From an optimization exercise on the open Yosys and OpenROAD flow, aimed at small area; shortcuts taken in it are not production practice.
In this exercise RTL edits were held to simulation tests only and were not proved equivalent to the original.
No activity file was given, so power comes from the tool's default toggle rates.

==> design/flow/design.v <==
`timescale 1ns/1ns
`default_nettype none
package crate_frame_pkg;
	typedef struct packed
	{
		logic flag;
		logic [11-1:0] marker;
		logic [10-1:0] fiber_id;
		logic [16-1:0] sync;
	} frame_header_t;
	typedef enum logic [1:0]
	{
		IDLE,
		COLLECT,
		EMIT,
		CLEAR
	} seq_state_t;
endpackage
`default_nettype wire
`timescale 1ns/1ns
`default_nettype none
module crate_hit_decoder
(
	input logic [8*16-1:0] channels,
	output logic [18*38-1:0] set_mask
);
	logic [8-1:0] hit_ok;
	logic [8*6-1:0] chan_row;
	logic [8*6-1:0] chan_col;
	genvar g_ch;
	generate
		for (g_ch = 0; g_ch < 8; g_ch++)
		begin : g_chan
			logic [16-1:0] word;
			logic [6-1:0] word_row;
			logic [6-1:0] word_col;
			assign word = channels[g_ch*16 +: 16];
			assign word_col = word[2*6-1:6];
			assign word_row = word[6-1:0];
			assign chan_col[g_ch*6 +: 6] = word_col;
			assign chan_row[g_ch*6 +: 6] = word_row;
			assign hit_ok[g_ch] = word[2*6] &&
				(word_row < 18) &&
				(word_col < 38 - 1);
		end
	endgenerate
	genvar g_r;
	genvar g_c;
	generate
		for (g_r = 0; g_r < 18; g_r++)
		begin : g_row
			assign set_mask[g_r*38] = 1'b0;
			for (g_c = 0; g_c < 38 - 1; g_c++)
			begin : g_col
				logic [8-1:0] chan_hit;
				always_comb
				begin
					for (int ch = 0; ch < 8; ch++)
					begin
						chan_hit[ch] = hit_ok[ch] &&
							(chan_row[ch*6 +: 6] == 6'(g_r)) &&
							(chan_col[ch*6 +: 6] == 6'(g_c));
					end
				end
				assign set_mask[g_r*38 + g_c + 1] = |chan_hit;
			end
		end
	endgenerate
endmodule
`default_nettype wire
`timescale 1ns/1ns
`default_nettype none
module crate_hitmap_accumulator
(
	input logic clk,
	input logic reset,
	input logic collect,
	input logic clear,
	input logic [18*38-1:0] set_mask,
	output logic [18*38-1:0] map
);
	logic [18*38-1:0] map_q;
	always_ff @(posedge clk)
	begin
		if (reset || clear)
		begin
			map_q <= '0;
		end
		else if (collect)
		begin
			map_q <= map_q | set_mask;
		end
	end
	assign map = map_q;
endmodule
`default_nettype wire
`timescale 1ns/1ns
`default_nettype none
module crate_frame_sequencer
(
	input logic clk,
	input logic reset,
	input logic [16-1:0] fiber,
	input logic [18*38-1:0] map,
	output logic collect,
	output logic clear,
	output logic frame_valid,
	output logic [(18+1)*38-1:0] frame
);
	crate_frame_pkg::seq_state_t state;
	crate_frame_pkg::seq_state_t state_next;
	logic [4-1:0] count;
	logic last_sample;
	crate_frame_pkg::frame_header_t header;
	assign last_sample = (count == 4'(16 - 1));
	always_comb
	begin
		state_next = state;
		case (state)
			crate_frame_pkg::IDLE:
			begin
				if (fiber == 16'hAAAA)
				begin
					state_next = crate_frame_pkg::COLLECT;
				end
			end
			crate_frame_pkg::COLLECT:
			begin
				if (last_sample)
				begin
					state_next = crate_frame_pkg::EMIT;
				end
			end
			crate_frame_pkg::EMIT:
			begin
				state_next = crate_frame_pkg::CLEAR;
			end
			crate_frame_pkg::CLEAR:
			begin
				state_next = crate_frame_pkg::IDLE;
			end
			default:
			begin
				state_next = crate_frame_pkg::IDLE;
			end
		endcase
	end
	always_ff @(posedge clk)
	begin
		if (reset)
		begin
			state <= crate_frame_pkg::IDLE;
			count <= '0;
		end
		else
		begin
			state <= state_next;
			if (state == crate_frame_pkg::COLLECT)
			begin
				count <= count + 1'b1;
			end
			else
			begin
				count <= '0;
			end
		end
	end
	always_comb
	begin
		header.flag = 1'b1;
		header.marker = 11'h400;
		header.fiber_id = fiber[10-1:0];
		header.sync = 16'hAAAA;
	end
	always_ff @(posedge clk)
	begin
		if (reset)
		begin
			collect <= 1'b0;
			clear <= 1'b0;
			frame_valid <= 1'b0;
			frame <= '0;
		end
		else
		begin
			collect <= (state_next == crate_frame_pkg::COLLECT);
			clear <= (state_next == crate_frame_pkg::CLEAR);
			frame_valid <= (state == crate_frame_pkg::EMIT);
			if (state == crate_frame_pkg::EMIT)
			begin
				frame <= {header, map};
			end
			else
			begin
				frame <= '0;
			end
		end
	end
endmodule
`default_nettype wire
`timescale 1ns/1ns
`default_nettype none
module crate_mapper
(
	input logic clk,
	input logic reset,
	input logic [16-1:0] fiber,
	input logic [8*16-1:0] channels,
	output logic frame_valid,
	output logic [(18+1)*38-1:0] frame
);
	logic collect;
	logic clear;
	logic [18*38-1:0] set_mask;
	logic [18*38-1:0] map;
	crate_hit_decoder u_decoder
	(
		.channels (channels),
		.set_mask (set_mask)
	);
	crate_hitmap_accumulator u_accumulator
	(
		.clk (clk),
		.reset (reset),
		.collect (collect),
		.clear (clear),
		.set_mask (set_mask),
		.map (map)
	);
	crate_frame_sequencer u_sequencer
	(
		.clk (clk),
		.reset (reset),
		.fiber (fiber),
		.map (map),
		.collect (collect),
		.clear (clear),
		.frame_valid (frame_valid),
		.frame (frame)
	);
endmodule
`default_nettype wire
==> design/flow/run.sh <==
#!/bin/bash
# synth_recipe.tcl (not shown) runs the flow's synth.tcl, then flattens the netlist and writes it again
# the make line also repeats each setting of config.mk as NAME=value (left out here)
make -C /OpenROAD-flow-scripts/flow DESIGN_CONFIG=/design/flow/config.mk WORK_HOME=/design/flow/orfs CLKGATE_MAP_FILE= SYNTH_SCRIPT=/design/flow/synth_recipe.tcl finish
==> design/flow/config.mk <==
export PLATFORM = sky130hd
export DESIGN_NAME = crate_mapper
export DESIGN_NICKNAME = crate_mapper
export VERILOG_FILES = /design/flow/design.v
export SDC_FILE = /design/flow/constraint.sdc
export NUM_CORES = 8
export LEC_CHECK = 0
export CAP_MARGIN = 20
export CORE_MARGIN = 2
export CORE_UTILIZATION = 22
export SLEW_MARGIN = 20
==> design/flow/constraint.sdc <==
create_clock -name core_clock -period 6.0 [get_ports {clk}]
set_input_delay 1.2000 -clock core_clock [delete_from_list [all_inputs] [get_ports {clk}]]
set_output_delay 1.2000 -clock core_clock [all_outputs]
set_load 0.01 [all_outputs]
==> summary.txt <==
==> final timing paths <==
kind	to	depth (start not counted)	from	slack, ns
min reg2reg	u_sequencer.frame[209]	1	u_accumulator.map_q[209]	0.42
max	u_accumulator.map_q[26]	8	channels[25]	1.27
min	u_sequencer.frame[209]	1	u_accumulator.map_q[209]	0.42
max reg2reg	u_accumulator.map_q[316]	4	u_sequencer.clear	2.93
==> placed cells by master (no fill, tap or decap), drive strengths merged, types with 55 or more instances in the layout <==
cell type	n
a22oi	173
o21ai	705
nor4	229
nand3	129
nor2	962
a211oi	99
diode	152
nand2	978
o22ai	834
o32ai	59
a221oi	268
a31oi	315
nor3	255
a2111oi	108
o2bb2ai	73
a21oi	608
o221ai	111
dfxtp	1350
buf	1176
and2	711
clkdlybuf4s50	800
o211ai	55
a222oi	129
clkbuf	229
==> layout make-up <==
class / count / area [um^2] / area share, %
Multi-Input combinational cell: 7538 / 46300 / 44.7
Tap cell: 4578 / 5730 / 5.53
Timing Repair Buffer: 1976 / 18200 / 17.6
Inverter: 19 / 71.3 / 0.0688
Clock inverter: 71 / 1060 / 1.03
Clock buffer: 229 / 4810 / 4.64
Antenna cell: 152 / 380 / 0.367
Sequential cell: 1350 / 27000 / 26.1
==> cells in the mapped netlist (all sizes together) (30+ instances only) <==
library cell | number | area (um^2)
or2 | 31 | 194
a22o | 39 | 342
o2bb2ai | 73 | 639
nor4 | 229 | 1640
a21oi | 608 | 3050
a32oi | 54 | 473
a2111oi | 108 | 947
buf | 383 | 2090
or3 | 38 | 238
nand4bb | 30 | 338
clkbuf | 714 | 2680
o22ai | 834 | 5320
a222oi | 129 | 1290
nor2 | 962 | 3700
o211ai | 55 | 423
nand2 | 978 | 3700
a22oi | 173 | 1300
o32ai | 59 | 517
nor3 | 255 | 1500
nand3 | 129 | 646
nand2b | 51 | 322
dfxtp | 1350 | 27000
o221ai | 111 | 972
nand4 | 37 | 238
o21ai | 705 | 3540
a221oi | 268 | 2360
a31oi | 315 | 1970
a211oi | 99 | 743
nor4b | 43 | 578
and2 | 711 | 4450
==> metal layers <==
metal	part of all wire, %	vias up	wire length, um
li1	-	40300	-
met1	37	54400	307000
met2	35	12800	290000
met3	18	3603	146000
met4	10	76	83200
met5	0.14	-	1160
==> kinds of logic (layout without fill, tap and decap cells) <==
kind of cell	count (synthesis)	after routing	share of synthesized area, %
other	1	188	0.00489
buffers and inverters	1116	2295	6.31
AOI/OAI and AO/OA	3785	3785	33.0
adders and majority gates	1	1	0.0163
and+or+nand+nor	3714	3714	25.4
xor gates and xnor gates	2	2	0.0228
DFF	1350	1350	35.2
==> worst max-delay path: stages <==
cell and delay, ns:
clkdlybuf4s50_1 0.65, nand2b_2 0.57, or3_1 0.80, nand2b_2 0.85
o22ai_1 0.27, a211oi_1 0.86, buf_4 0.23, nor2_1 0.04
==> power groups by stage <==
stage / clock, mW / sequential, mW / combinational [mW]
6_report: 11.4 / 8.96 / 2.04
5_1_grt: 11.7 / 8.96 / 1.88
4_1_cts: 11.4 / 8.96 / 1.81
3_3_place_gp: 0 / 9.16 / 1.82
2_1_floorplan: 0 / 9.16 / 0.614
3_5_place_dp: 0 / 9.16 / 1.81
==> registers in the layout, indices dropped and copies added, names as in the netlist <==
register,flops
u_sequencer.frame,676
u_accumulator.map_q,666
u_sequencer.count,4
u_sequencer.state,2
u_sequencer.clear,1
u_sequencer.collect,1
==> through the flow <==
stage	hold WS (ns)	setup slack (ns)	utilization [%]
2_1_floorplan	0.414	3.05	-
3_3_place_gp	0.430	0.832	28.0
6_report	0.415	1.27	29.9
4_1_cts	0.441	1.76	29.7
3_5_place_dp	0.432	0.831	28.0
5_1_grt	0.462	1.67	29.8
==> impl_results.md <==
- Layout area overhead: 35.0%
- Clock Sink Count: 1,350
- Area after DPL: 97,200 um^2
- GP Congestion: 1.18
- Overall Power: 22.4 mW
- Residual DRC: 0
- Layout net count: 11,200
- Comb pwr share: 9.1%
- CP max FO: 12
- Port bufs: 808
- Synth Cell Area: 76,700 um^2
- Internal: 15.9 mW
- CP arrival: 5.53 ns
- Crit path kind: in2reg
- Ys flop type: dfxtp_1
- Final ANT Viol Nets: 0
- I/O pin count: 869
- Cells after synthesis: 9,969
- Post-CTS Resized: 0
- M3 GR Usage: 28.8%
- Clock Skew: 0.0889 ns
- Crit. End Element: register
- Die area: 354,000 um^2
- Drt pass-1 iters: 13
- Finished Cell Area: 104,000 um^2
- Met2 GRT Util: a little over half
- Largest net degree at the start of global routing: 196
- Relative slew slack: 5.70%
- TNS Setup: 0 ns
- Max-cap viol count: 0
- Overall Global Routing Usage: 44.1%
- Final setup violating endpoints: 0
- Syn Area/Cell: just under 8 um^2
- Longest Clk Path Bufs: 4
- Setup bufs post-CTS: 0
- Clock power share: just over 50%
- Post-synthesis sequential area ratio: 35.2%
- H-Tree Depth: 4
- Yosys cell types: 105
- Min-delay worst type: reg2reg
- Asr flop ratio synth: 0%
- Required time of the critical path: 6.80 ns
- #FFs+latches synth: 1,350
- Inst Count DP: around 15,000
- Num CTS Buffers: 172
- Sw Pwr: 6.52 mW
- Via count: 111,000
- Core box area: 347,000 um^2
- Root Driver: clkbuf_16
- CP Launch Type: input pin
- EDFF count, synth: 0
- Clock Latency Late Sink: a little under 1 ns
- Global route overflow: 0
- Static Leak: 30.5 nW
- Final Non-Filler Cells: around 16,000
- Top achievable clock speed: 211 MHz
- Initial core utilization: 22.1%
- Yosys warns: 3
- Worst slew pin tran: 1.41 ns
- DP Wirelength: 617 mm
- # hold bufs at CTS: 0
- Antenna violations before repair: 167
- Vias per inst: 6.98
- Final worst path period need: 4.73 ns
- Hold Fails Final Rpt: 0
- Unrepaired setup endpoints after global routing: false
- DR WL/cell: 51.9 um
- WL final: 826 mm
- Seq pwr share: 40.0%
- Fraction of layout cells with a size suffix above 1: 16.8%
- Die W: 595 um
- Number of placement rows: 216
- Sw frac: 29.1%
- CTS tree: done
- Worst IR Drop VDD: around 0.00022 V
- Clock transition at the registers of the reported paths: 0.06 ns
- Final-report max-slew violation count: 0
- Status: timing/DRC/antenna clean
- Final Cycle Share: between 70 and 80%
- First-pass GRT wire length: 1040 mm
- Most crowded layer after global routing: met2
- # fillers: 37,400
- Pwr dens: 216 nW/um^2
- DRT iter0 DRCs: 24,000
- M1 GR Usage: 51.8%
- Chip height: 595 um
- Vias in the first global route: 96,900

[afterwards: timing with drivers on the ports]
How much do the figures lean on ideal ports? The routed layout below was timed once more, with nothing changed but the port constraints. Step 1: set_driving_cell puts a clkbuf_16 on clk and a buf_2 on each other input, an assumption about the parent block. Step 2 times the ports against the registers' clock, not the clock port: input delays grow and output delays shrink by t, the midpoint of the rising clock arrivals with the driver on. Three values: no drivers, after step 1, after step 2; two values: the first two.
t, ns: 1.054
setup WS [ns]: 1.268 / 1.355 / 0.301
cell pins on the clock port's net: 1
After both steps this run still meets setup and hold. For this run, drivers alone change the setup slack by +0.087 ns; drivers and shift together by -0.967 ns.
